Source: an optimization exercise on an open RTL-to-GDS flow (aim: small area). Production flows keep margins and buffers that such runs may drop. Function was checked by simulation only, so behaviour that the tests miss may differ from the original. No activity file was given, so power comes from the tool's default toggle rates.

===== constraint.sdc =====
create_clock -name core_clock -period 10.0 [get_ports {clk}]
set_input_delay 2.0000 -clock core_clock [delete_from_list [all_inputs] [get_ports {clk}]]
set_output_delay 2.0000 -clock core_clock [all_outputs]
set_load 0.01 [all_outputs]

===== standard.sh =====
#!/bin/bash
# synth_recipe.tcl (not shown) runs the flow's synth.tcl, then flattens the netlist and writes it again
# the make line also repeats each setting of config.mk as NAME=value (left out here)
make -C /OpenROAD-flow-scripts/flow DESIGN_CONFIG=/design/flow/config.mk WORK_HOME=/design/flow/orfs CLKGATE_MAP_FILE= SYNTH_SCRIPT=/design/flow/synth_recipe.tcl "${@:-finish}"

===== flow/run.sh =====
#!/bin/bash
# Layout flow: the standard synthesis, then a netlist pass that re-chooses full-adder
# polarity to drop inverters (flow/polarity.py), then the standard layout from the
# floorplan on, with the ports buffered by the smallest buffer.
set -euo pipefail
W=$PWD
R=$W/orfs/results/$FLOW_PLATFORM/macro_stream_out/base
bash standard.sh synth > $W/synth.log 2>&1
cp $R/1_2_yosys.v $W/1_2_yosys.standard.v
python3 $W/flow/polarity.py $W/1_2_yosys.standard.v $R/1_2_yosys.v > $W/polarity.log 2>&1
rm -f $R/1_synth.odb $R/1_synth.sdc
bash standard.sh "BUFFER_PORTS_ARGS=-buffer_cell sky130_fd_sc_hd__buf_1" finish > $W/layout.log 2>&1

===== flow/polarity.py =====
#!/usr/bin/env python3
"""Re-chooses the polarity of the full adders in a synthesized sky130hd netlist to drop inverters.

A full adder is self-dual: FA(~a, ~b, ~c) = (~sum, ~carry). Yosys's extract_fa often builds
adders on complemented signals and leaves an inverter on many adder-to-adder connections. This
script removes every inverter, picks for each full adder whether it computes on true or on
complemented signals (local search that lowers the number of signals needed in both
polarities), and puts back one inverter for each signal that some pin needs complemented.
Usage: polarity.py IN.v OUT.v"""
import re
import sys
import random

src = open(sys.argv[1]).read()
CELL_RE = re.compile(r'^(\s*)(sky130_fd_sc_hd__\w+)\s+(\S+)\s*\((.*?)\);\n', re.S | re.M)
PIN_RE = re.compile(r'\.(\w+)\(((?:\\\S+\s)|[^)]*?)\s*\)')
OUT_PINS = {'X', 'Y', 'Q', 'Q_N', 'COUT', 'SUM', 'HI', 'LO'}

cells = []   # dict(type, name, pins: list[(pin, net)], span)
for m in CELL_RE.finditer(src):
    pins = [(p, n.strip()) for p, n in PIN_RE.findall(m.group(4))]
    cells.append({'type': m.group(2), 'name': m.group(3), 'pins': pins, 'span': m.span(), 'indent': m.group(1)})

PORTS = set()
for m in re.finditer(r'^\s*(?:input|output|inout)\s+(?:\[[^\]]*\]\s*)?(\S+?)\s*;', src, re.M):
    PORTS.add(m.group(1))


def net_base(n):
    return re.sub(r'\s*\[\d+\]$', '', n.strip())


def is_inv(c):
    if re.fullmatch(r'sky130_fd_sc_hd__(inv|clkinv)_\d+', c['type']) is None:
        return False
    # an inverter that drives a port stays as it is
    return net_base(dict(c['pins'])['Y']) not in PORTS

# plain buffers that synthesis left (ABC fanout buffers) are taken out: placement buffers again
# where the layout needs it
def is_buf(c):
    if re.fullmatch(r'sky130_fd_sc_hd__(buf|clkbuf)_\d+', c['type']) is None:
        return False
    return net_base(dict(c['pins'])['X']) not in PORTS


buf_of = {}
for c in cells:
    if is_buf(c):
        d = dict(c['pins'])
        buf_of[d['X']] = d['A']


def unbuf(n):
    k = 0
    while n in buf_of and k < 100:
        n = buf_of[n]
        k += 1
    return n


for c in cells:
    if not is_buf(c):
        c['pins'] = [(p, n if p in OUT_PINS else unbuf(n)) for p, n in c['pins']]
cells_all = cells
removed_bufs = [c for c in cells if is_buf(c)]
cells = [c for c in cells if not is_buf(c)]

# 8-way AND-OR read trees: nand4 of four single-use a22oi become nand3 of a222oi, a222oi, a22oi
loads = {}
drv_cell = {}
for c in cells:
    for p, n in c['pins']:
        if p in OUT_PINS:
            drv_cell[n] = c
        else:
            loads[n] = loads.get(n, 0) + 1
n_tree = 0
for c in cells:
    if c['type'] != 'sky130_fd_sc_hd__nand4_1' or c.get('deleted'):
        continue
    d = dict(c['pins'])
    gs = [drv_cell.get(d[k]) for k in ('A', 'B', 'C', 'D')]
    if any(g is None or g['type'] != 'sky130_fd_sc_hd__a22oi_1' or g.get('deleted') for g in gs):
        continue
    if any(loads.get(d[k], 0) != 1 or net_base(d[k]) in PORTS for k in ('A', 'B', 'C', 'D')):
        continue
    if len(set(id(g) for g in gs)) != 4:
        continue
    g1, g2, g3, g4 = [dict(g['pins']) for g in gs]
    gs[0]['type'] = gs[1]['type'] = 'sky130_fd_sc_hd__a222oi_1'
    gs[0]['pins'] = [('A1', g1['A1']), ('A2', g1['A2']), ('B1', g1['B1']), ('B2', g1['B2']),
                     ('C1', g4['A1']), ('C2', g4['A2']), ('Y', g1['Y'])]
    gs[1]['pins'] = [('A1', g2['A1']), ('A2', g2['A2']), ('B1', g2['B1']), ('B2', g2['B2']),
                     ('C1', g4['B1']), ('C2', g4['B2']), ('Y', g2['Y'])]
    gs[3]['deleted'] = True
    c['type'] = 'sky130_fd_sc_hd__nand3_1'
    c['pins'] = [('A', g1['Y']), ('B', g2['Y']), ('C', g3['Y']), ('Y', d['Y'])]
    n_tree += 1
cells = [c for c in cells if not c.get('deleted')]


def is_fa(c):
    return re.fullmatch(r'sky130_fd_sc_hd__fa_\d+', c['type']) is not None

inv_of = {}   # output net -> input net
for c in cells:
    if is_inv(c):
        d = dict(c['pins'])
        inv_of[d['Y']] = d['A']

def root(net):
    p = 0
    seen = 0
    while net in inv_of and seen < 100:
        net = inv_of[net]
        p ^= 1
        seen += 1
    return net, p

# nets read by assign statements (outputs, renames) keep their true polarity
assign_reads = set()
for m in re.finditer(r'^\s*assign\s+(.*?)\s*=\s*(.*?);', src, re.M):
    for n in re.findall(r'(\\\S+\s|[A-Za-z_][\w$.]*(?:\[\d+\])?)', m.group(2)):
        assign_reads.add(n.strip())

# cells with a complemented twin: flipping one swaps its type and complements its output
TWIN = {'and2_1': 'nand2_1', 'nand2_1': 'and2_1', 'or2_1': 'nor2_1', 'nor2_1': 'or2_1',
        'xor2_1': 'xnor2_1', 'xnor2_1': 'xor2_1', 'and3_1': 'nand3_1', 'nand3_1': 'and3_1',
        'or3_1': 'nor3_1', 'nor3_1': 'or3_1'}
AREA = {'and2_1': 6.256, 'nand2_1': 3.7536, 'or2_1': 6.256, 'nor2_1': 3.7536, 'xor2_1': 8.7584,
        'xnor2_1': 8.7584, 'and3_1': 6.256, 'nand3_1': 5.0048, 'or3_1': 6.256, 'nor3_1': 5.0048}
INV_AREA = 3.7536
fa_idx = {}
driver_fa = {}   # net -> flippable cell index (full adder SUM/COUT, or twin cell output)
fas = []
flip_cost = []
for c in cells:
    short = c['type'].replace('sky130_fd_sc_hd__', '')
    drives_port = any(p in OUT_PINS and net_base(n) in PORTS for p, n in c['pins'])
    if (is_fa(c) or short in TWIN) and not drives_port:
        fa_idx[c['name']] = len(fas)
        fas.append(c)
        flip_cost.append(0.0 if is_fa(c) else AREA[TWIN[short]] - AREA[short])
        for p, n in c['pins']:
            if p in ('SUM', 'COUT', 'X', 'Y'):
                driver_fa[n] = len(fas) - 1

# consumers: (fa index or None, root net, polarity)
cons = []
for c in cells:
    if is_inv(c):
        continue
    f = fa_idx.get(c['name']) if is_fa(c) else None
    for p, n in c['pins']:
        if p in OUT_PINS or n == '':
            continue
        r, pol = root(n)
        cons.append((f, r, pol))
for n in assign_reads:
    r, pol = root(n)
    if pol or n in inv_of:
        cons.append((None, r, pol))
# inverters driving nothing but other removed inverters are dropped; an inverter output read by an
# assign is covered above

by_root = {}
for i, (f, r, pol) in enumerate(cons):
    by_root.setdefault(r, []).append(i)
fa_roots = [set() for _ in fas]
for i, (f, r, pol) in enumerate(cons):
    if f is not None:
        fa_roots[f].add(r)
for r in by_root:
    if r in driver_fa:
        fa_roots[driver_fa[r]].add(r)

phi = [0] * len(fas)

def need_inv(r):
    phys = phi[driver_fa[r]] if r in driver_fa else 0
    for i in by_root[r]:
        f, _, pol = cons[i]
        want = pol ^ (phi[f] if f is not None else 0)
        if want != phys:
            return 1
    return 0

def cost():
    return sum(need_inv(r) for r in by_root)

def local(f):
    return sum(need_inv(r) for r in fa_roots[f])

def total():
    return INV_AREA * sum(need_inv(r) for r in by_root) + sum(flip_cost[f] for f in range(len(fas)) if phi[f])


def local(f):
    return INV_AREA * sum(need_inv(r) for r in fa_roots[f]) + (flip_cost[f] if phi[f] else 0)


import math
rng = random.Random(1)
start = total()
cur = start
best, best_phi = cur, phi[:]
T = 4.0
steps = 200000
for it in range(steps):
    f = rng.randrange(len(fas))
    before = local(f)
    phi[f] ^= 1
    d = local(f) - before
    if d <= 0 or rng.random() < math.exp(-d / T):
        cur += d
        if cur < best - 1e-9:
            best, best_phi = cur, phi[:]
    else:
        phi[f] ^= 1
    T = max(0.05, 4.0 * (1 - it / steps))
phi = best_phi


# rewrite; the outputs of flipped cells carry the complement and get new names
ren = {}
for r, f in driver_fa.items():
    if phi[f]:
        ren[r] = r + '_pn'
inv_net = {}
new_cells = []
k = 0
for r in sorted(by_root):
    if need_inv(r):
        k += 1
        inv_net[r] = f'polinv_n{k}'
        phys = ren.get(r, r)
        new_cells.append(f'  sky130_fd_sc_hd__inv_1 polinv_{k} (\n    .A({phys}{" " if phys.startswith(chr(92)) else ""}),\n    .Y(polinv_n{k})\n  );\n')

def conn(f, n):
    r, pol = root(n)
    phys = phi[driver_fa[r]] if r in driver_fa else 0
    want = pol ^ (phi[f] if f is not None else 0)
    return ren.get(r, r) if want == phys else inv_net[r]

def fmt(n):
    return n + ' ' if n.startswith('\\') else n

out = []
pos = 0
first = None
for c in cells_all:
    a, b = c['span']
    out.append(src[pos:a])
    pos = b
    if first is None:
        first = len(out)
    if is_inv(c) or is_buf(c) or c.get('deleted'):
        continue
    f = fa_idx.get(c['name'])
    ctype = c['type']
    if f is not None and not is_fa(c):
        if phi[f]:
            ctype = 'sky130_fd_sc_hd__' + TWIN[ctype.replace('sky130_fd_sc_hd__', '')]
        f = None
    pins = []
    for p, n in c['pins']:
        if p in OUT_PINS or n == '':
            if ctype != c['type'] and p in ('X', 'Y'):
                p = 'Y' if p == 'X' else 'X'
            pins.append((p, ren.get(n, n)))
        else:
            pins.append((p, conn(f, n)))
    body = ',\n'.join(f'{c["indent"]}  .{p}({fmt(n)})' for p, n in pins)
    out.append(f'{c["indent"]}{ctype} {c["name"]} (\n{body}\n{c["indent"]});\n')
out.append(src[pos:])
text = ''.join(out)
# assigns that read an inverter output or a flipped adder output
NAME_RE = re.compile(r'(\\\S+\s|[A-Za-z_][\w$.]*(?:\[\d+\])?)')


def fix_assign(m):
    rhs = m.group(2)

    def rep(mm):
        n = mm.group(0).strip()
        if n in inv_of or n in driver_fa:
            return fmt(conn(None, n))
        return mm.group(0)
    head = m.group(0)[:m.start(2) - m.start(0)]
    return head + NAME_RE.sub(rep, rhs) + ';'


text = re.sub(r'^\s*assign\s+(.*?)\s*=\s*(.*?);', fix_assign, text, flags=re.M)
decl = ''.join(f'  wire polinv_n{i};\n' for i in range(1, k + 1))
decl += ''.join(f'  wire {fmt(n)};\n' for n in ren.values())
cells_text = ''.join(new_cells)
i = text.find('\n  sky130_fd_sc_hd__')
text = text[:i + 1] + decl + cells_text + text[i + 1:]
open(sys.argv[2], 'w').write(text)
n_inv = sum(1 for c in cells if is_inv(c))
print(f'buffers removed: {len(removed_bufs)}, read trees rebuilt: {n_tree}')
print(f'flippable cells: {len(fas)}, flipped: {sum(phi)}, inverters before: {n_inv}, after: {k}, '
      f'area change {best - INV_AREA * n_inv:.1f} um2 (search start {start:.1f})')

===== design.v =====
package macro_stream_out_pkg;
   localparam int OUT_W = 40;
   localparam int CW = 16;
   localparam int EW = 12 + CW;
endpackage
module macro_stream_out_sq (
   input  logic [12:0] a,
   input  logic [12:0] b,
   output logic [9:0] hi
);
   wire p1 = a[0] & a[1];
   wire p2 = a[0] & a[2];
   wire p3 = a[0] & a[3];
   wire p4 = a[0] & a[4];
   wire p5 = a[0] & a[5];
   wire p6 = a[0] & a[6];
   wire p7 = a[0] & a[7];
   wire p8 = a[0] & a[8];
   wire p9 = a[0] & a[9];
   wire p10 = a[0] & a[10];
   wire p11 = a[0] & a[11];
   wire p12 = a[1] & a[2];
   wire p13 = a[1] & a[3];
   wire p14 = a[1] & a[4];
   wire p15 = a[1] & a[5];
   wire p16 = a[1] & a[6];
   wire p17 = a[1] & a[7];
   wire p18 = a[1] & a[8];
   wire p19 = a[1] & a[9];
   wire p20 = a[1] & a[10];
   wire p21 = a[1] & a[11];
   wire p22 = a[2] & a[3];
   wire p23 = a[2] & a[4];
   wire p24 = a[2] & a[5];
   wire p25 = a[2] & a[6];
   wire p26 = a[2] & a[7];
   wire p27 = a[2] & a[8];
   wire p28 = a[2] & a[9];
   wire p29 = a[2] & a[10];
   wire p30 = a[2] & a[11];
   wire p31 = a[3] & a[4];
   wire p32 = a[3] & a[5];
   wire p33 = a[3] & a[6];
   wire p34 = a[3] & a[7];
   wire p35 = a[3] & a[8];
   wire p36 = a[3] & a[9];
   wire p37 = a[3] & a[10];
   wire p38 = a[3] & a[11];
   wire p39 = a[4] & a[5];
   wire p40 = a[4] & a[6];
   wire p41 = a[4] & a[7];
   wire p42 = a[4] & a[8];
   wire p43 = a[4] & a[9];
   wire p44 = a[4] & a[10];
   wire p45 = a[4] & a[11];
   wire p46 = a[5] & a[6];
   wire p47 = a[5] & a[7];
   wire p48 = a[5] & a[8];
   wire p49 = a[5] & a[9];
   wire p50 = a[5] & a[10];
   wire p51 = a[5] & a[11];
   wire p52 = a[6] & a[7];
   wire p53 = a[6] & a[8];
   wire p54 = a[6] & a[9];
   wire p55 = a[6] & a[10];
   wire p56 = a[6] & a[11];
   wire p57 = a[7] & a[8];
   wire p58 = a[7] & a[9];
   wire p59 = a[7] & a[10];
   wire p60 = a[7] & a[11];
   wire p61 = a[8] & a[9];
   wire p62 = a[8] & a[10];
   wire p63 = a[8] & a[11];
   wire p64 = a[9] & a[10];
   wire p65 = a[9] & a[11];
   wire p66 = a[10] & a[11];
   wire p67 = ~(a[12] & a[0]);
   wire p68 = ~(a[12] & a[1]);
   wire p69 = ~(a[12] & a[2]);
   wire p70 = ~(a[12] & a[3]);
   wire p71 = ~(a[12] & a[4]);
   wire p72 = ~(a[12] & a[5]);
   wire p73 = ~(a[12] & a[6]);
   wire p74 = ~(a[12] & a[7]);
   wire p75 = ~(a[12] & a[8]);
   wire p76 = ~(a[12] & a[9]);
   wire p77 = ~(a[12] & a[10]);
   wire p78 = ~(a[12] & a[11]);
   wire p79 = b[0] & b[1];
   wire p80 = b[0] & b[2];
   wire p81 = b[0] & b[3];
   wire p82 = b[0] & b[4];
   wire p83 = b[0] & b[5];
   wire p84 = b[0] & b[6];
   wire p85 = b[0] & b[7];
   wire p86 = b[0] & b[8];
   wire p87 = b[0] & b[9];
   wire p88 = b[0] & b[10];
   wire p89 = b[0] & b[11];
   wire p90 = b[1] & b[2];
   wire p91 = b[1] & b[3];
   wire p92 = b[1] & b[4];
   wire p93 = b[1] & b[5];
   wire p94 = b[1] & b[6];
   wire p95 = b[1] & b[7];
   wire p96 = b[1] & b[8];
   wire p97 = b[1] & b[9];
   wire p98 = b[1] & b[10];
   wire p99 = b[1] & b[11];
   wire p100 = b[2] & b[3];
   wire p101 = b[2] & b[4];
   wire p102 = b[2] & b[5];
   wire p103 = b[2] & b[6];
   wire p104 = b[2] & b[7];
   wire p105 = b[2] & b[8];
   wire p106 = b[2] & b[9];
   wire p107 = b[2] & b[10];
   wire p108 = b[2] & b[11];
   wire p109 = b[3] & b[4];
   wire p110 = b[3] & b[5];
   wire p111 = b[3] & b[6];
   wire p112 = b[3] & b[7];
   wire p113 = b[3] & b[8];
   wire p114 = b[3] & b[9];
   wire p115 = b[3] & b[10];
   wire p116 = b[3] & b[11];
   wire p117 = b[4] & b[5];
   wire p118 = b[4] & b[6];
   wire p119 = b[4] & b[7];
   wire p120 = b[4] & b[8];
   wire p121 = b[4] & b[9];
   wire p122 = b[4] & b[10];
   wire p123 = b[4] & b[11];
   wire p124 = b[5] & b[6];
   wire p125 = b[5] & b[7];
   wire p126 = b[5] & b[8];
   wire p127 = b[5] & b[9];
   wire p128 = b[5] & b[10];
   wire p129 = b[5] & b[11];
   wire p130 = b[6] & b[7];
   wire p131 = b[6] & b[8];
   wire p132 = b[6] & b[9];
   wire p133 = b[6] & b[10];
   wire p134 = b[6] & b[11];
   wire p135 = b[7] & b[8];
   wire p136 = b[7] & b[9];
   wire p137 = b[7] & b[10];
   wire p138 = b[7] & b[11];
   wire p139 = b[8] & b[9];
   wire p140 = b[8] & b[10];
   wire p141 = b[8] & b[11];
   wire p142 = b[9] & b[10];
   wire p143 = b[9] & b[11];
   wire p144 = b[10] & b[11];
   wire p145 = ~(b[12] & b[0]);
   wire p146 = ~(b[12] & b[1]);
   wire p147 = ~(b[12] & b[2]);
   wire p148 = ~(b[12] & b[3]);
   wire p149 = ~(b[12] & b[4]);
   wire p150 = ~(b[12] & b[5]);
   wire p151 = ~(b[12] & b[6]);
   wire p152 = ~(b[12] & b[7]);
   wire p153 = ~(b[12] & b[8]);
   wire p154 = ~(b[12] & b[9]);
   wire p155 = ~(b[12] & b[10]);
   wire p156 = ~(b[12] & b[11]);
   wire s157 = a[1] ^ b[1] ^ p1;
   wire c158 = (a[1] & b[1]) | (a[1] & p1) | (b[1] & p1);
   wire s159 = p2 ^ p80 ^ c158;
   wire c160 = (p2 & p80) | (p2 & c158) | (p80 & c158);
   wire s161 = a[2] ^ b[2] ^ p12;
   wire c162 = (a[2] & b[2]) | (a[2] & p12) | (b[2] & p12);
   wire s163 = p3 ^ p81 ^ p90;
   wire c164 = (p3 & p81) | (p3 & p90) | (p81 & p90);
   wire s165 = s161 ^ s163 ^ c160;
   wire c166 = (s161 & s163) | (s161 & c160) | (s163 & c160);
   wire s167 = p13 ^ p4 ^ p82;
   wire c168 = (p13 & p4) | (p13 & p82) | (p4 & p82);
   wire s169 = p91 ^ c162 ^ c164;
   wire c170 = (p91 & c162) | (p91 & c164) | (c162 & c164);
   wire s171 = s167 ^ s169 ^ c166;
   wire c172 = (s167 & s169) | (s167 & c166) | (s169 & c166);
   wire s173 = a[3] ^ b[3] ^ p100;
   wire c174 = (a[3] & b[3]) | (a[3] & p100) | (b[3] & p100);
   wire s175 = p14 ^ p22 ^ p5;
   wire c176 = (p14 & p22) | (p14 & p5) | (p22 & p5);
   wire s177 = p83 ^ p92 ^ c168;
   wire c178 = (p83 & p92) | (p83 & c168) | (p92 & c168);
   wire s179 = s173 ^ s175 ^ c170;
   wire c180 = (s173 & s175) | (s173 & c170) | (s175 & c170);
   wire s181 = s177 ^ s179 ^ c172;
   wire c182 = (s177 & s179) | (s177 & c172) | (s179 & c172);
   wire s183 = p101 ^ p15 ^ p23;
   wire c184 = (p101 & p15) | (p101 & p23) | (p15 & p23);
   wire s185 = p6 ^ p84 ^ p93;
   wire c186 = (p6 & p84) | (p6 & p93) | (p84 & p93);
   wire s187 = c174 ^ c176 ^ s183;
   wire c188 = (c174 & c176) | (c174 & s183) | (c176 & s183);
   wire s189 = s185 ^ c178 ^ s187;
   wire c190 = (s185 & c178) | (s185 & s187) | (c178 & s187);
   wire s191 = c180 ^ s189 ^ c182;
   wire c192 = (c180 & s189) | (c180 & c182) | (s189 & c182);
   wire s193 = a[4] ^ b[4] ^ p102;
   wire c194 = (a[4] & b[4]) | (a[4] & p102) | (b[4] & p102);
   wire s195 = p109 ^ p16 ^ p24;
   wire c196 = (p109 & p16) | (p109 & p24) | (p16 & p24);
   wire s197 = p31 ^ p7 ^ p85;
   wire c198 = (p31 & p7) | (p31 & p85) | (p7 & p85);
   wire s199 = p94 ^ c184 ^ c186;
   wire c200 = (p94 & c184) | (p94 & c186) | (c184 & c186);
   wire s201 = s193 ^ s195 ^ s197;
   wire c202 = (s193 & s195) | (s193 & s197) | (s195 & s197);
   wire s203 = c188 ^ s199 ^ s201;
   wire c204 = (c188 & s199) | (c188 & s201) | (s199 & s201);
   wire s205 = c190 ^ s203 ^ c192;
   wire c206 = (c190 & s203) | (c190 & c192) | (s203 & c192);
   wire s207 = p103 ^ p110 ^ p17;
   wire c208 = (p103 & p110) | (p103 & p17) | (p110 & p17);
   wire s209 = p25 ^ p32 ^ p8;
   wire c210 = (p25 & p32) | (p25 & p8) | (p32 & p8);
   wire s211 = p86 ^ p95 ^ c194;
   wire c212 = (p86 & p95) | (p86 & c194) | (p95 & c194);
   wire s213 = c196 ^ c198 ^ s207;
   wire c214 = (c196 & c198) | (c196 & s207) | (c198 & s207);
   wire s215 = s209 ^ c200 ^ c202;
   wire c216 = (s209 & c200) | (s209 & c202) | (c200 & c202);
   wire s217 = s211 ^ s213 ^ c204;
   wire c218 = (s211 & s213) | (s211 & c204) | (s213 & c204);
   wire s219 = s215 ^ s217 ^ c206;
   wire c220 = (s215 & s217) | (s215 & c206) | (s217 & c206);
   wire s221 = a[5] ^ b[5] ^ p104;
   wire c222 = (a[5] & b[5]) | (a[5] & p104) | (b[5] & p104);
   wire s223 = p111 ^ p117 ^ p18;
   wire c224 = (p111 & p117) | (p111 & p18) | (p117 & p18);
   wire s225 = p26 ^ p33 ^ p39;
   wire c226 = (p26 & p33) | (p26 & p39) | (p33 & p39);
   wire s227 = p87 ^ p9 ^ p96;
   wire c228 = (p87 & p9) | (p87 & p96) | (p9 & p96);
   wire s229 = c208 ^ c210 ^ s221;
   wire c230 = (c208 & c210) | (c208 & s221) | (c210 & s221);
   wire s231 = s223 ^ s225 ^ s227;
   wire c232 = (s223 & s225) | (s223 & s227) | (s225 & s227);
   wire s233 = c212 ^ c214 ^ s229;
   wire c234 = (c212 & c214) | (c212 & s229) | (c214 & s229);
   wire s235 = s231 ^ c216 ^ s233;
   wire c236 = (s231 & c216) | (s231 & s233) | (c216 & s233);
   wire s237 = c218 ^ s235 ^ c220;
   wire c238 = (c218 & s235) | (c218 & c220) | (s235 & c220);
   wire s239 = p10 ^ p105 ^ p112;
   wire c240 = (p10 & p105) | (p10 & p112) | (p105 & p112);
   wire s241 = p118 ^ p19 ^ p27;
   wire c242 = (p118 & p19) | (p118 & p27) | (p19 & p27);
   wire s243 = p34 ^ p40 ^ p88;
   wire c244 = (p34 & p40) | (p34 & p88) | (p40 & p88);
   wire s245 = p97 ^ c222 ^ c224;
   wire c246 = (p97 & c222) | (p97 & c224) | (c222 & c224);
   wire s247 = c226 ^ c228 ^ s239;
   wire c248 = (c226 & c228) | (c226 & s239) | (c228 & s239);
   wire s249 = s241 ^ s243 ^ c230;
   wire c250 = (s241 & s243) | (s241 & c230) | (s243 & c230);
   wire s251 = c232 ^ s245 ^ s247;
   wire c252 = (c232 & s245) | (c232 & s247) | (s245 & s247);
   wire s253 = c234 ^ s249 ^ s251;
   wire c254 = (c234 & s249) | (c234 & s251) | (s249 & s251);
   wire s255 = c236 ^ s253 ^ c238;
   wire c256 = (c236 & s253) | (c236 & c238) | (s253 & c238);
   wire s257 = a[6] ^ b[6] ^ p106;
   wire c258 = (a[6] & b[6]) | (a[6] & p106) | (b[6] & p106);
   wire s259 = p11 ^ p113 ^ p119;
   wire c260 = (p11 & p113) | (p11 & p119) | (p113 & p119);
   wire s261 = p124 ^ p20 ^ p28;
   wire c262 = (p124 & p20) | (p124 & p28) | (p20 & p28);
   wire s263 = p35 ^ p41 ^ p46;
   wire c264 = (p35 & p41) | (p35 & p46) | (p41 & p46);
   wire s265 = p89 ^ p98 ^ c240;
   wire c266 = (p89 & p98) | (p89 & c240) | (p98 & c240);
   wire s267 = c242 ^ c244 ^ s257;
   wire c268 = (c242 & c244) | (c242 & s257) | (c244 & s257);
   wire s269 = s259 ^ s261 ^ s263;
   wire c270 = (s259 & s261) | (s259 & s263) | (s261 & s263);
   wire s271 = c246 ^ c248 ^ s265;
   wire c272 = (c246 & c248) | (c246 & s265) | (c248 & s265);
   wire s273 = s267 ^ s269 ^ c250;
   wire c274 = (s267 & s269) | (s267 & c250) | (s269 & c250);
   wire s275 = c252 ^ s271 ^ s273;
   wire c276 = (c252 & s271) | (c252 & s273) | (s271 & s273);
   wire s277 = c254 ^ s275 ^ c256;
   wire c278 = (c254 & s275) | (c254 & c256) | (s275 & c256);
   wire s279 = p107 ^ p114 ^ p120;
   wire c280 = (p107 & p114) | (p107 & p120) | (p114 & p120);
   wire s281 = p125 ^ p145 ^ p21;
   wire c282 = (p125 & p145) | (p125 & p21) | (p145 & p21);
   wire s283 = p29 ^ p36 ^ p42;
   wire c284 = (p29 & p36) | (p29 & p42) | (p36 & p42);
   wire s285 = p47 ^ p67 ^ p99;
   wire c286 = (p47 & p67) | (p47 & p99) | (p67 & p99);
   wire s287 = c258 ^ c260 ^ c262;
   wire c288 = (c258 & c260) | (c258 & c262) | (c260 & c262);
   wire s289 = c264 ^ s279 ^ s281;
   wire c290 = (c264 & s279) | (c264 & s281) | (s279 & s281);
   wire s291 = s283 ^ s285 ^ c266;
   wire c292 = (s283 & s285) | (s283 & c266) | (s285 & c266);
   wire s293 = c268 ^ c270 ^ s287;
   wire c294 = (c268 & c270) | (c268 & s287) | (c270 & s287);
   wire s295 = s289 ^ c272 ^ s291;
   wire c296 = (s289 & c272) | (s289 & s291) | (c272 & s291);
   wire s297 = s293 ^ c274 ^ s295;
   wire c298 = (s293 & c274) | (s293 & s295) | (c274 & s295);
   wire s299 = c276 ^ s297 ^ c278;
   wire c300 = (c276 & s297) | (c276 & c278) | (s297 & c278);
   wire s301 = ~(a[7] ^ b[7]);
   wire c302 = a[7] | b[7];
   wire s303 = p108 ^ p115 ^ p121;
   wire c304 = (p108 & p115) | (p108 & p121) | (p115 & p121);
   wire s305 = p126 ^ p130 ^ p146;
   wire c306 = (p126 & p130) | (p126 & p146) | (p130 & p146);
   wire s307 = p30 ^ p37 ^ p43;
   wire c308 = (p30 & p37) | (p30 & p43) | (p37 & p43);
   wire s309 = p48 ^ p52 ^ p68;
   wire c310 = (p48 & p52) | (p48 & p68) | (p52 & p68);
   wire s311 = s301 ^ c280 ^ c282;
   wire c312 = (s301 & c280) | (s301 & c282) | (c280 & c282);
   wire s313 = c284 ^ c286 ^ s303;
   wire c314 = (c284 & c286) | (c284 & s303) | (c286 & s303);
   wire s315 = s305 ^ s307 ^ s309;
   wire c316 = (s305 & s307) | (s305 & s309) | (s307 & s309);
   wire s317 = c288 ^ c290 ^ s311;
   wire c318 = (c288 & c290) | (c288 & s311) | (c290 & s311);
   wire s319 = s313 ^ s315 ^ c292;
   wire c320 = (s313 & s315) | (s313 & c292) | (s315 & c292);
   wire s321 = c294 ^ s317 ^ c296;
   wire c322 = (c294 & s317) | (c294 & c296) | (s317 & c296);
   wire s323 = s319 ^ c298 ^ s321;
   wire c324 = (s319 & c298) | (s319 & s321) | (c298 & s321);
   wire s325 = p116 ^ p122 ^ p127;
   wire c326 = (p116 & p122) | (p116 & p127) | (p122 & p127);
   wire s327 = p131 ^ p147 ^ p38;
   wire c328 = (p131 & p147) | (p131 & p38) | (p147 & p38);
   wire s329 = p44 ^ p49 ^ p53;
   wire c330 = (p44 & p49) | (p44 & p53) | (p49 & p53);
   wire s331 = p69 ^ c302 ^ c304;
   wire c332 = (p69 & c302) | (p69 & c304) | (c302 & c304);
   wire s333 = c306 ^ c308 ^ c310;
   wire c334 = (c306 & c308) | (c306 & c310) | (c308 & c310);
   wire s335 = s325 ^ s327 ^ s329;
   wire c336 = (s325 & s327) | (s325 & s329) | (s327 & s329);
   wire s337 = c312 ^ c314 ^ c316;
   wire c338 = (c312 & c314) | (c312 & c316) | (c314 & c316);
   wire s339 = s331 ^ s333 ^ s335;
   wire c340 = (s331 & s333) | (s331 & s335) | (s333 & s335);
   wire s341 = c318 ^ s337 ^ s339;
   wire c342 = (c318 & s337) | (c318 & s339) | (s337 & s339);
   wire s343 = c320 ^ s341 ^ c322;
   wire c344 = (c320 & s341) | (c320 & c322) | (s341 & c322);
   wire s345 = a[8] ^ b[8] ^ p123;
   wire c346 = (a[8] & b[8]) | (a[8] & p123) | (b[8] & p123);
   wire s347 = p128 ^ p132 ^ p135;
   wire c348 = (p128 & p132) | (p128 & p135) | (p132 & p135);
   wire s349 = p148 ^ p45 ^ p50;
   wire c350 = (p148 & p45) | (p148 & p50) | (p45 & p50);
   wire s351 = p54 ^ p57 ^ p70;
   wire c352 = (p54 & p57) | (p54 & p70) | (p57 & p70);
   wire s353 = c326 ^ c328 ^ c330;
   wire c354 = (c326 & c328) | (c326 & c330) | (c328 & c330);
   wire s355 = s345 ^ s347 ^ s349;
   wire c356 = (s345 & s347) | (s345 & s349) | (s347 & s349);
   wire s357 = s351 ^ c332 ^ c334;
   wire c358 = (s351 & c332) | (s351 & c334) | (c332 & c334);
   wire s359 = c336 ^ s353 ^ s355;
   wire c360 = (c336 & s353) | (c336 & s355) | (s353 & s355);
   wire s361 = c338 ^ s357 ^ c340;
   wire c362 = (c338 & s357) | (c338 & c340) | (s357 & c340);
   wire s363 = s359 ^ c342 ^ s361;
   wire c364 = (s359 & c342) | (s359 & s361) | (c342 & s361);
   wire s365 = p129 ^ p133 ^ p136;
   wire c366 = (p129 & p133) | (p129 & p136) | (p133 & p136);
   wire s367 = p149 ^ p51 ^ p55;
   wire c368 = (p149 & p51) | (p149 & p55) | (p51 & p55);
   wire s369 = p58 ^ p71 ^ c346;
   wire c370 = (p58 & p71) | (p58 & c346) | (p71 & c346);
   wire s371 = c348 ^ c350 ^ c352;
   wire c372 = (c348 & c350) | (c348 & c352) | (c350 & c352);
   wire s373 = s365 ^ s367 ^ c354;
   wire c374 = (s365 & s367) | (s365 & c354) | (s367 & c354);
   wire s375 = c356 ^ s369 ^ s371;
   wire c376 = (c356 & s369) | (c356 & s371) | (s369 & s371);
   wire s377 = c358 ^ s373 ^ c360;
   wire c378 = (c358 & s373) | (c358 & c360) | (s373 & c360);
   wire s379 = s375 ^ c362 ^ s377;
   wire c380 = (s375 & c362) | (s375 & s377) | (c362 & s377);
   wire s381 = a[9] ^ b[9] ^ p134;
   wire c382 = (a[9] & b[9]) | (a[9] & p134) | (b[9] & p134);
   wire s383 = p137 ^ p139 ^ p150;
   wire c384 = (p137 & p139) | (p137 & p150) | (p139 & p150);
   wire s385 = p56 ^ p59 ^ p61;
   wire c386 = (p56 & p59) | (p56 & p61) | (p59 & p61);
   wire s387 = p72 ^ c366 ^ c368;
   wire c388 = (p72 & c366) | (p72 & c368) | (c366 & c368);
   wire s389 = s381 ^ s383 ^ s385;
   wire c390 = (s381 & s383) | (s381 & s385) | (s383 & s385);
   wire s391 = c370 ^ c372 ^ s387;
   wire c392 = (c370 & c372) | (c370 & s387) | (c372 & s387);
   wire s393 = s389 ^ c374 ^ c376;
   wire c394 = (s389 & c374) | (s389 & c376) | (c374 & c376);
   wire s395 = s391 ^ c378 ^ s393;
   wire c396 = (s391 & c378) | (s391 & s393) | (c378 & s393);
   wire s397 = p138 ^ p140 ^ p151;
   wire c398 = (p138 & p140) | (p138 & p151) | (p140 & p151);
   wire s399 = p60 ^ p62 ^ p73;
   wire c400 = (p60 & p62) | (p60 & p73) | (p62 & p73);
   wire s401 = c382 ^ c384 ^ c386;
   wire c402 = (c382 & c384) | (c382 & c386) | (c384 & c386);
   wire s403 = s397 ^ s399 ^ c388;
   wire c404 = (s397 & s399) | (s397 & c388) | (s399 & c388);
   wire s405 = c390 ^ s401 ^ c392;
   wire c406 = (c390 & s401) | (c390 & c392) | (s401 & c392);
   wire s407 = s403 ^ c394 ^ s405;
   wire c408 = (s403 & c394) | (s403 & s405) | (c394 & s405);
   wire s409 = a[10] ^ b[10] ^ p141;
   wire c410 = (a[10] & b[10]) | (a[10] & p141) | (b[10] & p141);
   wire s411 = p142 ^ p152 ^ p63;
   wire c412 = (p142 & p152) | (p142 & p63) | (p152 & p63);
   wire s413 = p64 ^ p74 ^ c398;
   wire c414 = (p64 & p74) | (p64 & c398) | (p74 & c398);
   wire s415 = c400 ^ s409 ^ s411;
   wire c416 = (c400 & s409) | (c400 & s411) | (s409 & s411);
   wire s417 = c402 ^ s413 ^ s415;
   wire c418 = (c402 & s413) | (c402 & s415) | (s413 & s415);
   wire s419 = c404 ^ s417 ^ c406;
   wire c420 = (c404 & s417) | (c404 & c406) | (s417 & c406);
   wire s421 = p143 ^ p153 ^ p65;
   wire c422 = (p143 & p153) | (p143 & p65) | (p153 & p65);
   wire s423 = p75 ^ c410 ^ c412;
   wire c424 = (p75 & c410) | (p75 & c412) | (c410 & c412);
   wire s425 = s421 ^ c414 ^ c416;
   wire c426 = (s421 & c414) | (s421 & c416) | (c414 & c416);
   wire s427 = s423 ^ c418 ^ s425;
   wire c428 = (s423 & c418) | (s423 & s425) | (c418 & s425);
   wire s429 = a[11] ^ b[11] ^ p144;
   wire c430 = (a[11] & b[11]) | (a[11] & p144) | (b[11] & p144);
   wire s431 = p154 ^ p66 ^ p76;
   wire c432 = (p154 & p66) | (p154 & p76) | (p66 & p76);
   wire s433 = c422 ^ s429 ^ s431;
   wire c434 = (c422 & s429) | (c422 & s431) | (s429 & s431);
   wire s435 = c424 ^ s433 ^ c426;
   wire c436 = (c424 & s433) | (c424 & c426) | (s433 & c426);
   wire s437 = p155 ^ p77 ^ c430;
   wire c438 = (p155 & p77) | (p155 & c430) | (p77 & c430);
   wire s439 = c432 ^ c434 ^ s437;
   wire c440 = (c432 & c434) | (c432 & s437) | (c434 & s437);
   wire s441 = a[12] ^ b[12] ^ p156;
   wire c442 = (a[12] & b[12]) | (a[12] & p156) | (b[12] & p156);
   wire s443 = p78 ^ s441 ^ c438;
   wire c444 = (p78 & s441) | (p78 & c438) | (s441 & c438);
   wire k445 = a[0] & b[0];
   wire k446 = p79 & s157;
   wire k447 = s159 & k446;
   wire k448 = s165 & k447;
   wire k449 = s171 & k448;
   wire k450 = s181 & k449;
   wire k451 = s191 & k450;
   wire k452 = s205 & k451;
   wire k453 = s219 & k452;
   wire k454 = s237 & k453;
   wire k455 = s255 & k454;
   wire k456 = s277 & k455;
   wire k457 = s299 & k456;
   wire k458 = (s323 & c300) | (s323 & k457) | (c300 & k457);
   wire k459 = (c324 & s343) | (c324 & k458) | (s343 & k458);
   wire [9:0] ra = {c442, c440, s439, c428, s427, c408, c396, c380, c364, s363};
   wire [9:0] rb = {c444, s443, c436, s435, c420, s419, s407, s395, s379, c344};
   assign hi = ra + rb + 10'(k459);
endmodule
module macro_stream_out_fifo #(
   parameter int WIDTH = 29
) (
   input  logic             clk,
   input  logic             rst,
   input  logic             push,
   input  logic [WIDTH-1:0] wdata,
   input  logic             pop,
   output logic [WIDTH-1:0] rdata,
   output logic             full,
   output logic             empty
);
   logic [7:0]             head_q;
   logic [7:0][WIDTH-1:0]  mem_q;
   logic                   wr_en, rd_en;
   always_comb begin
      empty = ~(|head_q);
      full  = head_q[7];
      rd_en = pop & ~empty;
      wr_en = push & (~full | rd_en);
      rdata = '0;
      for (int i = 0; i < 8; i++) rdata = rdata | ({WIDTH{head_q[i]}} & mem_q[i]);
   end
   always_ff @(posedge clk) begin
      if (rst)                 head_q <= '0;
      else if (wr_en & ~rd_en) head_q <= {head_q[6:0], empty};
      else if (rd_en & ~wr_en) head_q <= {1'b0, head_q[7:1]};
   end
   always_ff @(posedge clk) if (wr_en) mem_q <= {mem_q[6:0], wdata};
endmodule
module macro_stream_out (
   input  logic        clk,
   input  logic        rst,
   input  logic        en,
   input  logic        in_valid,
   input  logic        barrier,
   input  logic [15:0] u_x,
   input  logic [15:0] u_y,
   input  logic [15:0] rho,
   output logic        out_valid,
   input  logic        out_ready,
   output logic [39:0] out_data,
   output logic        frame_done,
   output logic [15:0] frame_count,
   output logic        overflow
);
   localparam int CW = macro_stream_out_pkg::CW;
   localparam int EW = macro_stream_out_pkg::EW;
   logic [9:0]    sq;
   logic          big_x, big_y;
   logic          sat, spec, rneg, m_o, b2_o, spec_o;
   logic [7:0]    inten;
   logic [CW-1:0] c0, c1_q, c2_q, c3_q;
   logic          v1_q, v2_q, v3_q;
   logic [5:0]    x_q, y_q;
   logic          last, fifo_full, fifo_empty, pop;
   logic          frame_done_q, overflow_q;
   logic [15:0]   frame_count_q;
   logic [EW-1:0] rdata;
   macro_stream_out_sq u_sq (.a(u_x[12:0]), .b(u_y[12:0]), .hi(sq));
   always_comb begin
      big_x = ~((&u_x[15:12]) | ~(|u_x[15:12]));
      big_y = ~((&u_y[15:12]) | ~(|u_y[15:12]));
      sat   = big_x | big_y | (|sq[9:8]);
      spec  = barrier | sat;
      inten = barrier ? 8'h00 : (sat ? 8'hFF : sq[7:0]);
      rneg  = rho[15];
      c0[15]    = rneg | spec;
      c0[14]    = inten[7];
      c0[13:7]  = (spec & ~rneg) ? rho[14:8] : inten[6:0];
      c0[6]     = rneg | (~spec & rho[14]);
      c0[5]     = rneg ? spec : rho[13];
      c0[4:0]   = rho[12:8];
   end
   always_ff @(posedge clk) begin
      c1_q <= c0;
      c2_q <= c1_q;
      c3_q <= c2_q;
   end
   assign last = (x_q == 6'd49) && (y_q == 6'd49);
   assign pop  = out_ready & ~fifo_empty;
   always_ff @(posedge clk) begin
      if (rst) begin
         v1_q          <= 1'b0;
         v2_q          <= 1'b0;
         v3_q          <= 1'b0;
         x_q           <= '0;
         y_q           <= '0;
         frame_done_q  <= 1'b0;
         frame_count_q <= '0;
         overflow_q    <= 1'b0;
      end else begin
         v1_q          <= en & in_valid;
         v2_q          <= v1_q;
         v3_q          <= v2_q;
         if (v3_q) begin
            if (x_q == 6'd49) begin
               x_q <= '0;
               y_q <= (y_q == 6'd49) ? '0 : y_q + 6'd1;
            end else begin
               x_q <= x_q + 6'd1;
            end
         end
         frame_done_q  <= v3_q & last;
         frame_count_q <= frame_count_q + 16'(v3_q & last);
         overflow_q    <= overflow_q | (v3_q & fifo_full & ~pop);
      end
   end
   macro_stream_out_fifo #(.WIDTH(EW)) u_fifo (
      .clk   (clk),
      .rst   (rst),
      .push  (v3_q),
      .wdata ({x_q, y_q, c3_q}),
      .pop   (out_ready),
      .rdata (rdata),
      .full  (fifo_full),
      .empty (fifo_empty)
   );
   assign out_valid   = ~fifo_empty;
   always_comb begin
      m_o    = rdata[15];
      b2_o   = m_o & ~rdata[6];
      spec_o = m_o & (~rdata[6] | rdata[5]);
      out_data = {2'b00, rdata[27:22], 2'b00, rdata[21:16],
                  5'b00000, m_o & rdata[6], spec_o & rdata[14], spec_o & ~rdata[14],
                  b2_o ? {8{rdata[14]}} : rdata[14:7],
                  1'b0, m_o ? (rdata[6] ? 7'd0 : rdata[13:7]) : rdata[6:0]};
   end
   assign frame_done  = frame_done_q;
   assign frame_count = frame_count_q;
   assign overflow    = overflow_q;
endmodule

===== config.mk =====
export PLATFORM = sky130hd
export DESIGN_NAME = macro_stream_out
export DESIGN_NICKNAME = macro_stream_out
export VERILOG_FILES = /design/flow/design.v
export SDC_FILE = /design/flow/constraint.sdc
export NUM_CORES = 4
export LEC_CHECK = 0
export CAP_MARGIN = 5
export CORE_MARGIN = 2
export CORE_UTILIZATION = 40
export CTS_CLUSTER_DIAMETER = 80
export CTS_CLUSTER_SIZE = 30
export SLEW_MARGIN = 5

==> impl_metrics.tcl, run 1 <==
set metrics [dict create \
    clk_pin_slew_ps 100 \
    grt_pass1_vias 9171 \
    skew_ps 21.8 \
    powerDensity_nw_per_um2 199 \
    arrival_ps 9950 \
    die_x_um 197 \
    ys.warnings.count 2 \
    timing_worst_setup_path_type "input pin to register" \
    final_cells 1670 \
    insertion_delay_ps 490 \
    dp_cells 1645 \
    io_pins 113 \
    avgSynthCellArea_um2 14.4 \
    peakVddDrop_mv 0.133 \
    hold_class "register to register" \
    multi_input_area_um2 6270 \
    rrSetupSlack_ps 7150 \
    grt_first_pass_wirelength_mm 50.3 \
    placed_cell_area_um2 16200 \
    routed-via-count 9087 \
    start_util_pct 40.8 \
    avgRoutedWirePerCell_um 19.0 \
    cts.sinks 313 \
    worstPathMaxFanout 10 \
    mostFrequentLayoutCells "edfxtp_1, fa_1, nand2_1" \
    cp-start-kind "input pin" \
    grt_usage_pct 16.2 \
    maxSlewHeadroom_pct 17.8 \
    cts_root_buf "clkbuf_16" \
    die_h_um 197 \
    fmax_mhz 105 \
    postCtsSetupRepairBufs 0 \
    regArea_um2 8510 \
    portBuffers 94 \
    finalWeightedCongestion 0.839 \
    finalCritPeriodShare_pct 95.6 \
    p_leak_nw 5.69 \
    post-route-min-period_ps 9560 \
    final_common_cell "edfxtp_1" \
    overflow 0 \
    worst_r2r_path_depth 12 \
    final_nets 1409 \
    core-area_um2 36700 \
    dr.pass1.iters 8 \
    cts_inserted_buffers 15 \
    setup_viol 0 \
    critPathCaptureType "register" \
    rsz0062_at_grt "no" \
    antenna_cells 0 \
    fill_cells 3249 \
    slew_viol_final 0 \
    status "no timing/DRC/antenna violations" \
    maxCapViolCount 0 \
    drtIter0Drc 765 \
    hold_viol 0 \
    tritoncts "built" \
    fp.dieArea_um2 39000 \
    syn2layout_area_growth_pct 11.4 \
    worst_pin_slew_ps 1230 \
    vias_per_cell 5.44 \
    dp_hpwl_mm 21.6 \
    holdWs_ps 332 \
    synthesis.area_um2 15000 \
    tns_ps 0 \
    antenna_found_initial 1 \
    cts_hold_buffers 0 \
    holdPathStages 0 \
    ant_nets 0 \
    cts_buffer_depth 3 \
    design_area_um2 16700 \
    crit_required_ps 10390 \
    drc_errors 0 \
    drive_above_1_share_pct 6.82 \
    post_cts_resize_count 0 \
    rows 70 \
    grt_max_degree 226 \
    cts_htree_levels 1 \
    wl_mm 31.8 \
    netlist_instances 1040 \
]
state kept, by name (all words and copies together) (netlist names):
signal	cells
u_fifo.head_q	8
v3_q	1
v1_q	1
c2_q	16
frame_done_q	1
u_fifo.mem_q	224
x_q	6
c3_q	16
frame_count_q	16
overflow_q	1
y_q	6
c1_q	16
v2_q	1
worst paths after layout:
kind	end	from
max	c1_q[6]	u_y[2]
max reg2reg	frame_count_q[14]	x_q[0]
min	c2_q[2]	c1_q[2]
min reg2reg	c2_q[2]	c1_q[2]
power by group:
part,total [mW],internal (mW),switching (mW)
Sequential,1.40,1.39,0.00655
Clock,0.678,0.292,0.386
Combinational,1.24,0.587,0.656
Total,3.32,2.27,1.05
cell type report:
type / count / share of cell area [%]
sequential: 313 / 51.1
timing repair buffer: 138 / 4.18
tap: 468 / 3.51
multi-input combinational: 686 / 37.6
inverter: 40 / 0.901
clock buffer: 19 / 2.34
clock inverter: 6 / 0.383
worst max-delay path, stage by stage:
cell and delay, ps:
buf_1 160, nand2_1 90, fa_1 400, fa_1 410
fa_1 470, fa_1 430, fa_1 410, fa_1 420
fa_1 400, fa_1 390, fa_1 410, fa_1 400
fa_1 440, nor2_1 110, nand3_1 80, nor4_1 290
a21oi_1 90, maj3_1 390, fa_1 420, fa_1 410
nor2b_1 160, o2111ai_1 150, and2_1 200, a211oi_1 350
a2111oi_2 60, buf_4 200, a21o_1 190
metrics by stage:
step / setup slack, ps / power [mW] / util (%)
final: 438 / 3.32 / 45.4
after global routing: 39.0 / 3.55 / 45.4
after CTS: 474 / 3.37 / 45.4
after detailed placement: -56.3 / 2.69 / 44.2
after global placement: 40.1 / 2.66 / 44.2
after floorplan: 224 / 2.36 / -
routing by layer:
layer	vias up	wire length, um	global-route usage, %	share of wire [%]
li1	4112	-	-	-
met1	4602	14200	23.5	45
met2	325	14700	26.2	46
met3	46	2300	2.30	7.2
met4	2	530	3.48	1.7
met5	-	11	0	0.035
==> inputs of run 2 (changes only) <==
--- a/config.mk
+++ b/config.mk
@@ -12,2 +12,3 @@
 export CTS_CLUSTER_SIZE = 30
+export PLACE_DENSITY = 0.9
 export SLEW_MARGIN = 5
==> run 2 against run 1 <==
  * Highest routed layer unchanged
  * Largest power group unchanged
  * Critical path type unchanged
  * Die area is the same
  * Critical path depth unchanged
  * Global-route usage rose by 0.10 points
  * Via count is 3.6% higher
  * Largest cell class unchanged
  * Setup slack gained 4.7 ps
==> impl_metrics.tcl, run 2 <==
set metrics [dict create \
    antenna_cells 0 \
    dp_hpwl_mm 22.0 \
    p_leak_nw 5.64 \
    maxSlewHeadroom_pct 20.1 \
    antenna_found_initial 2 \
    setup_viol 0 \
    syn2layout_area_growth_pct 10.7 \
    maxCapViolCount 0 \
    final_cells 1659 \
    drive_above_1_share_pct 5.88 \
    placed_cell_area_um2 16100 \
    netlist_instances 1040 \
    mostFrequentLayoutCells "edfxtp_1, fa_1, nand2_1" \
    avgRoutedWirePerCell_um 19.5 \
    insertion_delay_ps 500 \
    routed-via-count 9417 \
    cp_top_family "adder cells" \
    cp-start-kind "input pin" \
    finalPower_mw 3.29 \
    hold_class "register to register" \
    rsz0062_at_grt "no" \
    postCtsSetupRepairBufs 0 \
    dr.pass1.iters 6 \
    vias_per_cell 5.68 \
    finalWeightedCongestion 0.910 \
    crit_required_ps 10410 \
    regMostFlops "u_fifo.mem_q" \
    synthesis.area_um2 15000 \
    timing_worst_setup_path_type "input pin to register" \
    arrival_ps 9970 \
    critPathCaptureType "register" \
    dp_cells 1635 \
    avgSynthCellArea_um2 14.4 \
    tns_ps 0 \
    final_common_cell "edfxtp_1" \
    ant_nets 0 \
    cts_buffer_depth 3 \
    core-area_um2 36700 \
    slowest_stage "fa_1" \
    skew_ps 15.9 \
    drtIter0Drc 1083 \
    portBuffers 94 \
    fin_ws_ps 443 \
    fill_cells 3151 \
    cts_hold_buffers 0 \
    rows 70 \
    wl_mm 32.4 \
    cts.sinks 313 \
    grt_first_pass_wirelength_mm 50.8 \
    start_util_pct 40.8 \
    final_nets 1398 \
    grt_usage_pct 16.3 \
    die_x_um 197 \
    grt_pass1_vias 9549 \
    fmax_mhz 105 \
    powerDensity_nw_per_um2 199 \
    tritoncts "built" \
    hold_viol 0 \
    multi_input_area_um2 6270 \
    finalCritPeriodShare_pct 95.6 \
    post-route-min-period_ps 9560 \
    clk_pin_slew_ps 110 \
    post_cts_resize_count 0 \
    worstPathMaxFanout 12 \
    ys.warnings.count 2 \
    status "no timing/DRC/antenna violations" \
    overflow 0 \
    grt_max_degree 225 \
    cts_htree_levels 1 \
    io_pins 113 \
    path_buf_inv 3 \
    drc_errors 0 \
    crit_top_cell "fa_1" \
    die_h_um 197 \
    slew_viol_final 0 \
    cts_root_buf "clkbuf_16" \
    peakVddDrop_mv 0.141 \
    design_area_um2 16600 \
    cts_inserted_buffers 14 \
    place_ws_ps -73.1 \
    regArea_um2 8510 \
    fp.dieArea_um2 39000 \
    cpPeakStageDelay_ps 560 \
    largest_reg_flops 224 \
    worst_pin_slew_ps 1200 \
]
==> run 2: changes by cell type in the layout (fill, tap and decap cells not counted), sizes merged <==
cell / delta
clkinvlp: -1
buf: -11
clkbuf: +4
clkinv: -3
==> run 2: layout make-up <==
type	count	share of cell area [%]
repair buffers	128	3.75
multi-input cells	686	37.9
clock inverters	2	0.121
well taps	468	3.54
clock buffers	22	2.43
inverters	40	0.907
flip-flops and latches	313	51.4
==> run 2: final timing paths <==
check	start	to	slack, ps	cells past startpoint
max	u_y[2]	c1_q[12]	440	27
min	c1_q[13]	c2_q[13]	320	0
max reg2reg	x_q[0]	frame_count_q[14]	7060	12
min reg2reg	c1_q[13]	c2_q[13]	320	0
==> run 2: per-layer routing <==
layer	vias up	wire [um]	track usage (%)
met5	-	27	0
met4	4	882	4.93
met3	82	3240	2.95
met2	555	15800	27.8
met1	4691	12400	21.4
li1	4085	-	-
==> run 2: through the flow <==
| step | hold WS, ps | utilization, % |
|---|---|---|
| 2_1_floorplan | 310 | - |
| 3_3_place_gp | 311 | 44.0 |
| 3_5_place_dp | 312 | 44.0 |
| 4_1_cts | 333 | 45.1 |
| 5_1_grt | 342 | 45.1 |
| 6_report | 325 | 45.1 |
==> run 2: where the power goes <==
group / internal [mW] / switching, mW
Sequential: 1.39 / 0.00577
Clock: 0.287 / 0.374
Combinational: 0.573 / 0.660
Total: 2.25 / 1.04
==> inputs of run 3 (changes only) <==
--- a/config.mk
+++ b/config.mk
@@ -12,2 +12,3 @@
 export CTS_CLUSTER_SIZE = 30
+export GPL_ROUTABILITY_DRIVEN = 0
 export PLACE_DENSITY = 0.9
==> run 3 against run 2 <==
  * Critical endpoint is now c1_q[11]
  * Critical path type unchanged
  * Wire length decreased by 2.1%
  * Count of clock-buffer cells in the layout is the same
  * Still clean
  * Clock power is essentially flat
==> impl_metrics.tcl, run 3 <==
set metrics [dict create \
    path_buf_inv 4 \
    clkPwrFrac_pct 19.8 \
    powerDensity_nw_per_um2 201 \
    p_leak_nw 5.63 \
    synthesis.area_um2 15000 \
    antenna_found_initial 2 \
    tritoncts "built" \
    cts_inserted_buffers 14 \
    setup_viol 0 \
    syn2layout_area_growth_pct 10.7 \
    arrival_ps 9920 \
    rsz0062_at_grt "no" \
    die_x_um 197 \
    hold_class "register to register" \
    ys.warnings.count 2 \
    cp_top_family "adder cells" \
    grt_max_degree 225 \
    peakVddDrop_mv 0.141 \
    timing_worst_setup_path_type "input pin to register" \
    overflow 0 \
    cts.sinks 313 \
    regMostFlops "u_fifo.mem_q" \
    post-route-util_pct 45.1 \
    vias_per_cell 5.64 \
    grt_first_pass_wirelength_mm 50.9 \
    worst_pin_slew_ps 1150 \
    skew_ps 15.6 \
    final_nets 1397 \
    core-area_um2 36700 \
    finalPower_mw 3.33 \
    combPwrFrac_pct 38.1 \
    worstPathMaxFanout 12 \
    cts_htree_levels 1 \
    intPower_mw 2.26 \
    r2r_start "x_q[0]" \
    cts_buffer_depth 3 \
    cts_hold_buffers 0 \
    ant_nets 0 \
    hold_start "c2_q[1]" \
    insertion_delay_ps 490 \
    start_util_pct 40.8 \
    dr.pass1.iters 9 \
    post-route-min-period_ps 9500 \
    wl_mm 31.7 \
    finalCritPeriodShare_pct 95.0 \
    portBuffers 94 \
    cts_root_buf "clkbuf_16" \
    fmax_mhz 105 \
    slowest_stage "fa_1" \
    status "no timing/DRC/antenna violations" \
    drive_above_1_share_pct 5.80 \
    cp-start-kind "input pin" \
    drc_errors 0 \
    switching_power_mw 1.06 \
    netlist_instances 1040 \
    slew_viol_final 0 \
    cpPeakStageDelay_ps 450 \
    avgRoutedWirePerCell_um 19.1 \
    critPathCaptureType "register" \
    p_seq_share_pct 42.1 \
    crit_top_cell "fa_1" \
    grt_usage_pct 16.3 \
    routed-via-count 9349 \
    switching_share_pct 32.0 \
    drtIter0Drc 1119 \
    rows 70 \
    avgSynthCellArea_um2 14.4 \
    hold_viol 0 \
    maxSlewHeadroom_pct 23.7 \
    dp_hpwl_mm 22.0 \
    crit_required_ps 10420 \
    die_h_um 197 \
    mostFrequentLayoutCells "edfxtp_1, fa_1, nand2_1" \
    clk_pin_slew_ps 100 \
    io_pins 113 \
    maxCapViolCount 0 \
    grt_pass1_vias 9650 \
    fp.dieArea_um2 39000 \
    largest_reg_flops 224 \
    final_common_cell "edfxtp_1" \
    crit_path_start "u_y[2]" \
]
run 3: worst register-to-register path, cell delays in order, from the launching register on:
cell and delay, ps:
dfxtp_1 450, ha_1 180, nand4b_1 130, nor3b_2 520, nand3_1 240, inv_1 180, ha_1 190, ha_1 260
and3_1 210, and3_1 180, nand4_1 110, xor2_1 160, nor2_1 50
run 3: routing by layer:
| metal | wire [um] | vias to the layer above | GRT usage [%] |
|---|---|---|---|
| li1 | - | 4092 | - |
| met1 | 12300 | 4689 | 21.5 |
| met2 | 15500 | 506 | 27.6 |
| met3 | 3190 | 60 | 2.97 |
| met4 | 714 | 2 | 4.93 |
| met5 | 13 | - | 0 |
run 3: per-stage QoR:
stage	setup slack, ps	cell area (um^2)	TNS, ps	instances	hold WS (ps)
global route	67.5	16600	0	1658	335
finish	496	16600	0	1659	331
detailed placement	-73.3	16100	-259	1634	312
global placement	122	16100	0	1634	311
CTS	442	16500	0	1658	333
floorplan	224	15000	0	1049	310
run 3: area by class of cell:
| type | count | area [um^2] |
|---|---|---|
| Tap cell | 468 | 586 |
| Multi-Input combinational cell | 686 | 6280 |
| Clock buffer | 22 | 402 |
| Inverter | 40 | 150 |
| Clock inverter | 2 | 20.0 |
| Sequential cell | 313 | 8510 |
| Timing Repair Buffer | 127 | 614 |
| Fill cell | 3146 | 20100 |
| Antenna cell | 1 | 2.50 |
run 3: what timing repair did:
action	in CTS	in global routing
gates resized for setup	0	3
setup buffers	0	0
endpoints found under the setup margin	0	9
run 3: power by group through the flow:
stage          sequential [mW]  combinational [mW]  clock, mW
4_1_cts                   1.40                1.27      0.676
3_5_place_dp              1.43                1.26          0
2_1_floorplan             1.43               0.932          0
6_report                  1.40                1.27      0.659
3_3_place_gp              1.43                1.19          0
5_1_grt                   1.40                1.45      0.713
run 3: final timing paths:
path / end / cells after the start / slack [ps]
max reg2reg: frame_count_q[14] / 12 / 7000
min: c3_q[1] / 0 / 330
min reg2reg: c3_q[1] / 0 / 330
max: c1_q[11] / 29 / 500
==> inputs of run 4 (changes only) <==
--- a/flow/run.sh
+++ b/flow/run.sh
@@ -11,2 +11,2 @@
 rm -f $R/1_synth.odb $R/1_synth.sdc
-bash standard.sh "BUFFER_PORTS_ARGS=-buffer_cell sky130_fd_sc_hd__buf_1" finish > $W/layout.log 2>&1
+bash standard.sh "BUFFER_PORTS_ARGS=-buffer_cell sky130_fd_sc_hd__buf_2" finish > $W/layout.log 2>&1
--- a/config.mk
+++ b/config.mk
@@ -12,4 +12,2 @@
 export CTS_CLUSTER_SIZE = 30
-export GPL_ROUTABILITY_DRIVEN = 0
-export PLACE_DENSITY = 0.9
 export SLEW_MARGIN = 5
==> run 4 against run 3 <==
  * Combinational power down 3%
  * Final area is 0.60% higher
  * First-iteration DRC count shrank 7.2%
  * Highest routed layer unchanged
  * Die area is the same
  * Clock power increased by 2%
  * Utilization rose by 0.27 points
  * Setup slack improved by 7.3 ps
  * Global-route usage is essentially flat
  * Still clean on timing, DRC and antenna
  * Fmax about the same
  * Register-to-register slack better by 140 ps
==> impl_metrics.tcl, run 4 <==
set metrics [dict create \
    status "no timing/DRC/antenna violations" \
    powerDensity_nw_per_um2 198 \
    tritoncts "built" \
    hold_start "c2_q[2]" \
    ant_nets 0 \
    skew_ps 12.7 \
    grt_pass1_vias 9209 \
    dp_hpwl_mm 21.4 \
    finalCritPeriodShare_pct 95.0 \
    insertion_delay_ps 500 \
    syn2layout_area_growth_pct 11.4 \
    antenna_cells 0 \
    io_pins 113 \
    cp-start-kind "input pin" \
    ys.warnings.count 2 \
    cts.sinks 313 \
    switching_power_mw 1.03 \
    peakVddDrop_mv 0.122 \
    cts_hold_buffers 0 \
    finalWeightedCongestion 0.832 \
    hold_viol 0 \
    avgRoutedWirePerCell_um 19.1 \
    holdWs_ps 325 \
    post-route-min-period_ps 9500 \
    arrival_ps 9890 \
    post_cts_resize_count 0 \
    timing_worst_setup_path_type "input pin to register" \
    start_util_pct 40.8 \
    routed-via-count 9071 \
    largest_reg_flops 224 \
    r2r_end "frame_count_q[13]" \
    worstPathMaxFanout 10 \
    postCtsSetupRepairBufs 0 \
    drtIter0Drc 1038 \
    wl_mm 31.6 \
    p_leak_nw 5.96 \
    fmax_mhz 105 \
    use_met2_pct 26.2 \
    grt_first_pass_wirelength_mm 50.8 \
    combPwrFrac_pct 37.3 \
    portBuffers 94 \
    maxCapViolCount 0 \
    drc_errors 0 \
    hold-path-endpoint "c3_q[2]" \
    r2r_start "x_q[0]" \
    avgSynthCellArea_um2 14.4 \
    crit_required_ps 10390 \
    intPower_mw 2.27 \
    final_common_cell "edfxtp_1" \
    core-area_um2 36700 \
    p_seq_share_pct 42.4 \
    drive_above_1_share_pct 13.6 \
    slew_viol_final 0 \
    rrSetupSlack_ps 7140 \
    dp_cells 1632 \
    maxSlewHeadroom_pct 20.7 \
    rsz0062_at_grt "no" \
    switching_share_pct 31.3 \
    vias_per_cell 5.48 \
    antenna_found_initial 1 \
    regMostFlops "u_fifo.mem_q" \
    mostFrequentLayoutCells "edfxtp_1, fa_1, nand2_1" \
    dr.pass1.iters 6 \
    die_x_um 197 \
    rows 70 \
    netlist_instances 1040 \
    setup_viol 0 \
    gr-usage-met1_pct 24.1 \
    die_h_um 197 \
    clk_pin_slew_ps 110 \
    final_nets 1395 \
    cts_inserted_buffers 14 \
    holdPathStages 0 \
    hold_class "register to register" \
    worst_pin_slew_ps 1190 \
    grt_max_degree 225 \
    synthesis.area_um2 15000 \
    overflow 0 \
    final_cells 1656 \
    cts_buffer_depth 3 \
    worst_r2r_path_depth 10 \
    cts_root_buf "clkbuf_16" \
    cts_htree_levels 1 \
    clkPwrFrac_pct 20.3 \
    grtUsageMet3_pct 1.86 \
    fp.dieArea_um2 39000 \
    grt_usage_pct 16.3 \
    grt.busiest_layer "met2" \
    critPathCaptureType "register" \
]
[run 4: worst max-delay path by stage]
| stage | startpoint | to | slack, ps |
|---|---|---|---|
| floorplan | u_x[0] | c1_q[10] | 220 |
| global placement | u_x[0] | c1_q[6] | 100 |
| detailed placement | u_x[0] | c1_q[6] | -1 |
| CTS | u_x[0] | c1_q[6] | 530 |
| global route | u_x[0] | c1_q[6] | 110 |
| finish | u_x[3] | c1_q[6] | 500 |
[run 4: metrics by stage]
step | setup TNS, ps | total power, mW | setup slack [ps] | util (%) | instance area (um^2)
4_1_cts | 0 | 3.35 | 526 | 45.4 | 16700
5_1_grt | 0 | 3.56 | 111 | 45.4 | 16700
6_report | 0 | 3.31 | 504 | 45.4 | 16700
2_1_floorplan | 0 | 2.36 | 224 | - | 15000
3_3_place_gp | 0 | 2.65 | 98.8 | 44.2 | 16200
3_5_place_dp | -0.964 | 2.67 | -0.964 | 44.2 | 16200
[run 4: critical path, stage by stage]
cell and delay (ps):
buf_2 90, nand2_1 70, fa_1 450, fa_1 400, fa_1 470, fa_1 420
fa_1 390, fa_1 450, fa_1 400, fa_1 390, fa_1 400, fa_1 400
fa_1 440, nor2_1 110, nand3_1 90, nor4_1 290, a21oi_1 80, maj3_1 380
fa_1 420, fa_1 420, nor2b_1 180, o2111ai_1 160, and2_1 210, a211oi_1 330
a2111oi_2 60, buf_4 200, a21o_1 180
[run 4: power by group through the flow]
| stage | logic (mW) | registers [mW] | clock network (mW) |
|---|---|---|---|
| 2_1_floorplan | 0.932 | 1.43 | 0 |
| 3_3_place_gp | 1.22 | 1.43 | 0 |
| 3_5_place_dp | 1.24 | 1.43 | 0 |
| 4_1_cts | 1.25 | 1.40 | 0.699 |
| 5_1_grt | 1.42 | 1.40 | 0.738 |
| 6_report | 1.23 | 1.40 | 0.671 |
[run 4: cell type report]
cell class	count	area (um^2)
Fill cell	3284	20000
Sequential cell	313	8510
Multi-Input combinational cell	686	6270
Timing Repair Buffer	125	716
Tap cell	468	586
Clock buffer	20	394
Inverter	40	150
Clock inverter	4	38.8
[run 4: metal layers]
layer | vias to the layer above | wire, um
met1 | 4649 | 14500
met4 | 2 | 529
met2 | 298 | 14700
met3 | 35 | 1850
met5 | - | 14
li1 | 4087 | -

-- what the ideal ports hide --
The flow's constraints put no driver on any port. The routed layouts listed below were extracted and timed again, unchanged, in two steps. Step 1 assumes that a clkbuf_16 drives the clock port and a buf_2 every other input. Step 2 adds t to the input delays and takes it off the output delays; t is the mean of the earliest and latest rising clock arrival at the registers after step 1. Input paths then give back, and output paths get back, about the clock's delay inside the block. Three values: ideal, step 1, step 2; two values: the first two.
run	shift t [ns]	setup slack, ns	worst hold slack (ns)	slew at the worst register clock pin (ns)	worst data-port slew with drivers (ns)
run 1	0.524	0.438 / 0.460 / -0.064	0.332 / 0.332 / 0.332	0.11 / 0.11	0.08
run 2	0.536	0.443 / 0.463 / -0.072	0.325 / 0.325 / 0.325	0.11 / 0.11	0.08
run 3	0.531	0.496 / 0.519 / -0.012	0.331 / 0.331 / 0.331	0.11 / 0.11	0.10
run 4	0.535	0.504 / 0.531 / -0.004	0.325 / 0.325 / 0.325	0.12 / 0.12	0.08
With both steps, setup timing fails in every run listed, where it was met with ideal ports. The setup slack of run 2, which loses most, moves by +0.020 ns with the drivers and by -0.515 ns with both steps.
